This design comes from an exercise in tuning for small area, a short achievable clock period and few clock cycles per item on the open sky130 flow, not from production work.
Only simulation tests tie the RTL to the original design; equivalence was not proved.

==> inputs of willow <==
// matvec3
module matvec3 (
    input  logic                     clk,
    input  logic                     reset,
    input  logic                     input_valid,
    output logic                     input_ready,
    input  matvec_dims_pkg::sample_t input_data,
    output logic                     output_valid,
    input  logic                     output_ready,
    output matvec_dims_pkg::acc_t    output_data
);
==> module matvec3, before the edit <==
module matvec3 (
    input  logic                     clk,
    input  logic                     reset,
    input  logic                     input_valid,
    output logic                     input_ready,
    input  matvec_dims_pkg::sample_t input_data,
    output logic                     output_valid,
    input  logic                     output_ready,
    output matvec_dims_pkg::acc_t    output_data
);
    typedef matvec_dims_pkg::sample_t sample_t;
    typedef matvec_dims_pkg::acc_t    acc_t;
    logic        in_fire;
    logic        wr_v;           
    logic [3:0]  wr_i;           
    sample_t     wr_d;
    logic [3:0]  lp;             
    logic        ahead;          
    logic [1:0]  cr, ck;         
    logic [2:0]  xv;             
    logic        ready_q;
    sample_t     w_slot [0:8];
    sample_t     x_slot [0:2];
    sample_t     a_q;            
    logic [6:0]  one_q, two_q, neg_q;    
    logic        m_v, m_first, m_last;
    acc_t        acc_s, acc_c;   
    acc_t        sum_s, sum_c;
    logic        acc_done;       
    acc_t        out_q;
    logic        out_v;
    logic        issue;
    logic        transfer;
    assign input_ready  = ready_q;
    assign output_valid = out_v;
    assign output_data  = out_q;
    assign in_fire  = input_valid && ready_q;
    assign transfer = acc_done && !out_v;
    assign issue    = xv[ck] && ((ck != 2'd0) || !out_v);
    logic [3:0] lp_n;
    logic       ahead_n;
    logic [1:0] cr_n, ck_n;
    logic [3:0] cp_n;
    logic       lp_wrap, cp_wrap;
    always_comb begin
        lp_wrap = in_fire && (lp == 4'd11);
        cp_wrap = issue && (cr == 2'd2) && (ck == 2'd2);
        lp_n    = in_fire ? (lp_wrap ? 4'd0 : lp + 4'd1) : lp;
        ahead_n = lp_wrap ? 1'b1 : (cp_wrap ? 1'b0 : ahead);
        cr_n    = cr;
        ck_n    = ck;
        if (issue) begin
            if (ck == 2'd2) begin
                ck_n = 2'd0;
                cr_n = (cr == 2'd2) ? 2'd0 : cr + 2'd1;
            end else begin
                ck_n = ck + 2'd1;
            end
        end
        cp_n = {cr_n, 2'b00} - {2'b00, cr_n} + {2'b00, ck_n};    
    end
    always_ff @(posedge clk) begin
        if (reset) begin
            wr_v     <= 1'b0;
            lp       <= '0;
            ahead    <= 1'b0;
            cr       <= '0;
            ck       <= '0;
            xv       <= '0;
            ready_q  <= 1'b1;
            m_v      <= 1'b0;
            acc_done <= 1'b0;
            out_v    <= 1'b0;
        end else begin
            wr_v  <= in_fire;
            lp    <= lp_n;
            ahead <= ahead_n;
            cr    <= cr_n;
            ck    <= ck_n;
            for (int k = 0; k < 3; k++) begin
                if (wr_v && wr_i == 4'(9 + k))
                    xv[k] <= 1'b1;
                else if (issue && cr == 2'd2 && ck == 2'(k))
                    xv[k] <= 1'b0;
            end
            if (!ahead_n)
                ready_q <= 1'b1;
            else if (lp_n < 4'd9)
                ready_q <= (cp_n > lp_n);
            else
                ready_q <= (cp_n > lp_n - 4'd3);
            m_v <= issue;
            if (m_v && m_last)
                acc_done <= 1'b1;
            else if (transfer)
                acc_done <= 1'b0;
            if (transfer)
                out_v <= 1'b1;
            else if (output_ready)
                out_v <= 1'b0;
        end
    end
    always_ff @(posedge clk) begin
        wr_i <= lp;
        wr_d <= input_data;
        for (int j = 0; j < 9; j++)
            if (wr_v && wr_i == 4'(j)) w_slot[j] <= wr_d;
        for (int k = 0; k < 3; k++)
            if (wr_v && wr_i == 4'(9 + k)) x_slot[k] <= wr_d;
        a_q <= w_slot[{cr, 2'b00} - {2'b00, cr} + {2'b00, ck}];
        for (int i = 0; i < 7; i++) begin
            one_q[i] <= issue && (x_op[2*i] ^ x_lo[i]);
            two_q[i] <= issue && ((x_op[2*i+1] && !x_op[2*i] && !x_lo[i]) ||
                                  (!x_op[2*i+1] && x_op[2*i] && x_lo[i]));
            neg_q[i] <= issue && x_op[2*i+1];
        end
        m_first <= issue && (ck == 2'd0);
        m_last  <= issue && (ck == 2'd2);
        acc_s <= sum_s;
        acc_c <= sum_c;
        if (transfer)
            out_q <= acc_s + acc_c;
    end
    sample_t    x_op;
    logic [6:0] x_lo;            
    assign x_op = x_slot[ck];
    assign x_lo = {x_op[11], x_op[9], x_op[7], x_op[5], x_op[3], x_op[1], 1'b0};
    mac_unit mac_unit_i (
        .a     (a_q),
        .one   (one_q),
        .two   (two_q),
        .neg   (neg_q),
        .v     (m_v),
        .acc_s (m_first ? acc_t'(28'h0004000) : acc_s),
        .acc_c (m_first ? acc_t'(0) : acc_c),
        .s     (sum_s),
        .c     (sum_c)
    );
endmodule
Settings: LEC_CHECK=0, CAP_MARGIN=20, CORE_MARGIN=2, CORE_UTILIZATION=40, SLEW_MARGIN=20; clock period 8.5 ns.
run.sh (not shown) runs the stock make flow with config.mk's settings and CLKGATE_MAP_FILE= SYNTH_SCRIPT=/design/flow/synth_recipe.tcl, a recipe that flattens the netlist after the stock synthesis.
==> inputs of delta, as changes to willow <==
--- a/flow/design.v
+++ b/flow/design.v
@@ -844,16 +844,13 @@
     typedef matvec_dims_pkg::sample_t sample_t;
     typedef matvec_dims_pkg::acc_t    acc_t;
-    logic        in_fire;
-    logic        wr_v;           
-    logic [3:0]  wr_i;           
-    sample_t     wr_d;
+    logic [3:0]  ph;
+    sample_t     ring [0:11];
     logic [3:0]  lp;             
     logic        ahead;          
     logic [1:0]  cr, ck;         
+    logic [3:0]  cp;             
+    logic        due;            
     logic [2:0]  xv;             
     logic        ready_q;
-    sample_t     w_slot [0:8];
-    sample_t     x_slot [0:2];
-    sample_t     a_q;            
     logic [6:0]  one_q, two_q, neg_q;    
     logic        m_v, m_first, m_last;
@@ -863,4 +860,5 @@
     acc_t        out_q;
     logic        out_v;
+    logic        in_fire;
     logic        issue;
     logic        transfer;
@@ -870,34 +868,43 @@
     assign in_fire  = input_valid && ready_q;
     assign transfer = acc_done && !out_v;
-    assign issue    = xv[ck] && ((ck != 2'd0) || !out_v);
-    logic [3:0] lp_n;
-    logic       ahead_n;
-    logic [1:0] cr_n, ck_n;
-    logic [3:0] cp_n;
-    logic       lp_wrap, cp_wrap;
+    assign issue = due && xv[ck] && ((ck != 2'd0) || !out_v);
+    logic [3:0] ph_n;
+    logic [1:0] cr_i, ck_i;
+    logic [3:0] cp_i;
+    logic       last_p;          
+    logic [3:0] lp_inc;
+    logic       due_i, due_ni;
+    logic       rdy_f_i, rdy_f_ni, rdy_nf_i, rdy_nf_ni;
+    function automatic logic slot_free(input logic ahd, input logic [3:0] w, input logic [3:0] c);
+        if (!ahd)
+            slot_free = 1'b1;
+        else if (w < 4'd9)
+            slot_free = (c > w);
+        else
+            slot_free = (c > w - 4'd3);
+    endfunction
     always_comb begin
-        lp_wrap = in_fire && (lp == 4'd11);
-        cp_wrap = issue && (cr == 2'd2) && (ck == 2'd2);
-        lp_n    = in_fire ? (lp_wrap ? 4'd0 : lp + 4'd1) : lp;
-        ahead_n = lp_wrap ? 1'b1 : (cp_wrap ? 1'b0 : ahead);
-        cr_n    = cr;
-        ck_n    = ck;
-        if (issue) begin
-            if (ck == 2'd2) begin
-                ck_n = 2'd0;
-                cr_n = (cr == 2'd2) ? 2'd0 : cr + 2'd1;
-            end else begin
-                ck_n = ck + 2'd1;
-            end
-        end
-        cp_n = {cr_n, 2'b00} - {2'b00, cr_n} + {2'b00, ck_n};    
+        ph_n   = (ph == 4'd11) ? 4'd0 : ph + 4'd1;
+        last_p = (cp == 4'd8);
+        cp_i   = last_p ? 4'd0 : cp + 4'd1;
+        ck_i   = (ck == 2'd2) ? 2'd0 : ck + 2'd1;
+        cr_i   = (ck != 2'd2) ? cr : ((cr == 2'd2) ? 2'd0 : cr + 2'd1);
+        due_i  = !last_p;
+        due_ni = (ph == ((cp >= 4'd3) ? cp - 4'd3 : cp + 4'd9));
+        lp_inc = (lp == 4'd11) ? 4'd0 : lp + 4'd1;
+        rdy_f_i   = slot_free((lp == 4'd11) ? 1'b1 : (last_p ? 1'b0 : ahead), lp_inc, cp_i);
+        rdy_f_ni  = slot_free((lp == 4'd11) ? 1'b1 : ahead, lp_inc, cp);
+        rdy_nf_i  = (ph_n == lp) && slot_free(last_p ? 1'b0 : ahead, lp, cp_i);
+        rdy_nf_ni = (ph_n == lp) && slot_free(ahead, lp, cp);
     end
     always_ff @(posedge clk) begin
         if (reset) begin
-            wr_v     <= 1'b0;
+            ph       <= 4'd0;
             lp       <= '0;
             ahead    <= 1'b0;
             cr       <= '0;
             ck       <= '0;
+            cp       <= '0;
+            due      <= 1'b0;
             xv       <= '0;
             ready_q  <= 1'b1;
@@ -906,21 +913,27 @@
             out_v    <= 1'b0;
         end else begin
-            wr_v  <= in_fire;
-            lp    <= lp_n;
-            ahead <= ahead_n;
-            cr    <= cr_n;
-            ck    <= ck_n;
+            ph <= ph_n;
+            if (in_fire) begin
+                lp <= lp_inc;
+                ready_q <= issue ? rdy_f_i : rdy_f_ni;
+            end else begin
+                ready_q <= issue ? rdy_nf_i : rdy_nf_ni;
+            end
+            if (in_fire && lp == 4'd11)
+                ahead <= 1'b1;
+            else if (issue && last_p)
+                ahead <= 1'b0;
+            if (issue) begin
+                cr <= cr_i;
+                ck <= ck_i;
+                cp <= cp_i;
+            end
+            due <= issue ? due_i : due_ni;
             for (int k = 0; k < 3; k++) begin
-                if (wr_v && wr_i == 4'(9 + k))
+                if (in_fire && ph == 4'(9 + k))
                     xv[k] <= 1'b1;
                 else if (issue && cr == 2'd2 && ck == 2'(k))
                     xv[k] <= 1'b0;
             end
-            if (!ahead_n)
-                ready_q <= 1'b1;
-            else if (lp_n < 4'd9)
-                ready_q <= (cp_n > lp_n);
-            else
-                ready_q <= (cp_n > lp_n - 4'd3);
             m_v <= issue;
             if (m_v && m_last)
@@ -934,12 +947,18 @@
         end
     end
+    sample_t    x_op;
+    logic [6:0] x_lo;            
+    always_comb begin
+        case (cr)
+            2'd0:    x_op = ring[0];
+            2'd1:    x_op = ring[3];
+            default: x_op = ring[6];
+        endcase
+    end
+    assign x_lo = {x_op[11], x_op[9], x_op[7], x_op[5], x_op[3], x_op[1], 1'b0};
     always_ff @(posedge clk) begin
-        wr_i <= lp;
-        wr_d <= input_data;
-        for (int j = 0; j < 9; j++)
-            if (wr_v && wr_i == 4'(j)) w_slot[j] <= wr_d;
-        for (int k = 0; k < 3; k++)
-            if (wr_v && wr_i == 4'(9 + k)) x_slot[k] <= wr_d;
-        a_q <= w_slot[{cr, 2'b00} - {2'b00, cr} + {2'b00, ck}];
+        ring[0] <= in_fire ? input_data : ring[11];
+        for (int i = 1; i < 12; i++)
+            ring[i] <= ring[i-1];
         for (int i = 0; i < 7; i++) begin
             one_q[i] <= issue && (x_op[2*i] ^ x_lo[i]);
@@ -955,10 +974,6 @@
             out_q <= acc_s + acc_c;
     end
-    sample_t    x_op;
-    logic [6:0] x_lo;            
-    assign x_op = x_slot[ck];
-    assign x_lo = {x_op[11], x_op[9], x_op[7], x_op[5], x_op[3], x_op[1], 1'b0};
     mac_unit mac_unit_i (
-        .a     (a_q),
+        .a     (ring[10]),
         .one   (one_q),
         .two   (two_q),
--- a/flow/config.mk
+++ b/flow/config.mk
@@ -9,3 +9,7 @@
 export CORE_MARGIN = 2
 export CORE_UTILIZATION = 40
+export CTS_BUF_LIST = sky130_fd_sc_hd__clkbuf_8
+export CTS_CLUSTER_DIAMETER = 60
+export CTS_CLUSTER_SIZE = 20
+export SETUP_SLACK_MARGIN = 5
 export SLEW_MARGIN = 20
==> inputs of sierra, as changes to willow <==
--- a/flow/design.v
+++ b/flow/design.v
@@ -846,14 +846,13 @@
     logic        in_fire;
     logic        wr_v;           
-    logic [3:0]  wr_i;           
     sample_t     wr_d;
+    logic [3:0]  ph;
+    sample_t     ring [0:11];
     logic [3:0]  lp;             
     logic        ahead;          
     logic [1:0]  cr, ck;         
+    logic [3:0]  cp;             
     logic [2:0]  xv;             
     logic        ready_q;
-    sample_t     w_slot [0:8];
-    sample_t     x_slot [0:2];
-    sample_t     a_q;            
     logic [6:0]  one_q, two_q, neg_q;    
     logic        m_v, m_first, m_last;
@@ -870,18 +869,30 @@
     assign in_fire  = input_valid && ready_q;
     assign transfer = acc_done && !out_v;
-    assign issue    = xv[ck] && ((ck != 2'd0) || !out_v);
-    logic [3:0] lp_n;
-    logic       ahead_n;
+    logic [3:0] ph_issue;
+    assign ph_issue = (cp >= 4'd2) ? cp - 4'd2 : cp + 4'd10;
+    assign issue = (ph == ph_issue) && xv[ck] && ((ck != 2'd0) || !out_v);
+    logic [3:0] ph_n;
     logic [1:0] cr_n, ck_n;
     logic [3:0] cp_n;
-    logic       lp_wrap, cp_wrap;
+    logic       cp_wrap;
+    logic [3:0] lp_inc;
+    logic       ahead_f, ahead_nf;
+    logic       rdy_f, rdy_nf;
+    function automatic logic slot_free(input logic ahd, input logic [3:0] w, input logic [3:0] c);
+        if (!ahd)
+            slot_free = 1'b1;
+        else if (w < 4'd9)
+            slot_free = (c > w);
+        else
+            slot_free = (c > w - 4'd3);
+    endfunction
     always_comb begin
-        lp_wrap = in_fire && (lp == 4'd11);
-        cp_wrap = issue && (cr == 2'd2) && (ck == 2'd2);
-        lp_n    = in_fire ? (lp_wrap ? 4'd0 : lp + 4'd1) : lp;
-        ahead_n = lp_wrap ? 1'b1 : (cp_wrap ? 1'b0 : ahead);
+        ph_n    = (ph == 4'd11) ? 4'd0 : ph + 4'd1;
+        cp_wrap = issue && (cp == 4'd8);
         cr_n    = cr;
         ck_n    = ck;
+        cp_n    = cp;
         if (issue) begin
+            cp_n = cp_wrap ? 4'd0 : cp + 4'd1;
             if (ck == 2'd2) begin
                 ck_n = 2'd0;
@@ -891,13 +902,19 @@
             end
         end
-        cp_n = {cr_n, 2'b00} - {2'b00, cr_n} + {2'b00, ck_n};    
+        lp_inc   = (lp == 4'd11) ? 4'd0 : lp + 4'd1;
+        ahead_f  = (lp == 4'd11) ? 1'b1 : (cp_wrap ? 1'b0 : ahead);
+        ahead_nf = cp_wrap ? 1'b0 : ahead;
+        rdy_f    = slot_free(ahead_f, lp_inc, cp_n);                          
+        rdy_nf   = (ph_n == ((lp == 4'd0) ? 4'd11 : lp - 4'd1)) && slot_free(ahead_nf, lp, cp_n);
     end
     always_ff @(posedge clk) begin
         if (reset) begin
             wr_v     <= 1'b0;
+            ph       <= 4'd11;
             lp       <= '0;
             ahead    <= 1'b0;
             cr       <= '0;
             ck       <= '0;
+            cp       <= '0;
             xv       <= '0;
             ready_q  <= 1'b1;
@@ -906,21 +923,18 @@
             out_v    <= 1'b0;
         end else begin
-            wr_v  <= in_fire;
-            lp    <= lp_n;
-            ahead <= ahead_n;
-            cr    <= cr_n;
-            ck    <= ck_n;
+            wr_v    <= in_fire;
+            ph      <= ph_n;
+            lp      <= in_fire ? lp_inc : lp;
+            ahead   <= in_fire ? ahead_f : ahead_nf;
+            ready_q <= in_fire ? rdy_f : rdy_nf;
+            cr      <= cr_n;
+            ck      <= ck_n;
+            cp      <= cp_n;
             for (int k = 0; k < 3; k++) begin
-                if (wr_v && wr_i == 4'(9 + k))
+                if (wr_v && ph == 4'(9 + k))
                     xv[k] <= 1'b1;
                 else if (issue && cr == 2'd2 && ck == 2'(k))
                     xv[k] <= 1'b0;
             end
-            if (!ahead_n)
-                ready_q <= 1'b1;
-            else if (lp_n < 4'd9)
-                ready_q <= (cp_n > lp_n);
-            else
-                ready_q <= (cp_n > lp_n - 4'd3);
             m_v <= issue;
             if (m_v && m_last)
@@ -934,12 +948,19 @@
         end
     end
+    sample_t    x_op;
+    logic [6:0] x_lo;            
+    always_comb begin
+        case (cr)
+            2'd0:    x_op = ring[0];
+            2'd1:    x_op = ring[3];
+            default: x_op = ring[6];
+        endcase
+    end
+    assign x_lo = {x_op[11], x_op[9], x_op[7], x_op[5], x_op[3], x_op[1], 1'b0};
     always_ff @(posedge clk) begin
-        wr_i <= lp;
-        wr_d <= input_data;
-        for (int j = 0; j < 9; j++)
-            if (wr_v && wr_i == 4'(j)) w_slot[j] <= wr_d;
-        for (int k = 0; k < 3; k++)
-            if (wr_v && wr_i == 4'(9 + k)) x_slot[k] <= wr_d;
-        a_q <= w_slot[{cr, 2'b00} - {2'b00, cr} + {2'b00, ck}];
+        wr_d    <= input_data;
+        ring[0] <= wr_v ? wr_d : ring[11];
+        for (int i = 1; i < 12; i++)
+            ring[i] <= ring[i-1];
         for (int i = 0; i < 7; i++) begin
             one_q[i] <= issue && (x_op[2*i] ^ x_lo[i]);
@@ -955,10 +976,6 @@
             out_q <= acc_s + acc_c;
     end
-    sample_t    x_op;
-    logic [6:0] x_lo;            
-    assign x_op = x_slot[ck];
-    assign x_lo = {x_op[11], x_op[9], x_op[7], x_op[5], x_op[3], x_op[1], 1'b0};
     mac_unit mac_unit_i (
-        .a     (a_q),
+        .a     (ring[10]),
         .one   (one_q),
         .two   (two_q),
--- a/flow/config.mk
+++ b/flow/config.mk
@@ -9,3 +9,4 @@
 export CORE_MARGIN = 2
 export CORE_UTILIZATION = 40
+export SETUP_SLACK_MARGIN = 5
 export SLEW_MARGIN = 20
==> results.sh <==
export IMPL_grtUsageMet2=0.248
export IMPL_fin_worst_skew_ns=0.0642
export IMPL_status="complete, no violations"
export IMPL_grt_pass1_wl_mm=49.0
export IMPL_min_period_ns=3.40
export IMPL_regArea_mm2=0.00631
export IMPL_std_cell_rows=70
export IMPL_vias_per_cell=4.99
export IMPL_dpl_cell_area_mm2=0.0157
export IMPL_clk_pin_slew_worst_paths_ns=0.12
That was delta.
==> results.sh <==
export IMPL_status="complete, no violations"
export IMPL_regArea_mm2=0.00845
export IMPL_min_period_ns=4.07
export IMPL_fin_worst_skew_ns=0.0267
export IMPL_std_cell_rows=76
export IMPL_clk_pin_slew_worst_paths_ns=0.07
export IMPL_vias_per_cell=5.05
That was willow.
==> results.sh <==
export IMPL_grtUsageMet2=0.247
export IMPL_dpl_cell_area_mm2=0.0158
export IMPL_std_cell_rows=70
export IMPL_fin_worst_skew_ns=0.0125
export IMPL_grt_pass1_wl_mm=49.5
export IMPL_min_period_ns=3.36
export IMPL_status="complete, no violations"
export IMPL_vias_per_cell=4.98
export IMPL_regArea_mm2=0.00658
That was sierra.
Testbench counts of willow, summed over its fixed seeds: cycles 4,696, jobs 384.
Testbench counts of delta, summed over its fixed seeds: cycles 4,688, jobs 384.
Testbench counts of sierra, summed over its fixed seeds: cycles 4,696, jobs 384.

[afterwards: timing with drivers on the ports]
In the flow no input, the clock included, has a driving cell. The finished layouts below were timed again as built, in two steps.
Step 1: set_driving_cell puts a clkbuf_16 on clk and a buf_2 on each other input, an assumption about the parent block.
Step 2 adds t to the input delays and takes it off the output delays; t is the mean of the earliest and latest rising clock arrival at the registers after step 1. Input paths then give back, and output paths get back, about the clock's delay inside the block.
a / b / c = no drivers / after step 1 / after step 2; a / b = the first two.
run | shift t [ns] | setup slack, ns | hold slack, ns | worst setup path after step 2
willow | 0.597 | 4.427 / 4.457 / 3.860 | 0.386 / 0.386 / 0.386 | input to register
delta | 0.613 | 5.095 / 5.095 / 4.724 | 0.321 / 0.321 / 0.321 | input to register
sierra | 0.564 | 5.142 / 5.124 / 5.035 | 0.319 / 0.319 / 0.319 | input to register
After both steps every run listed still meets setup and hold. For willow, which loses most, drivers alone change the setup slack by +0.030 ns; drivers and shift together by -0.567 ns.
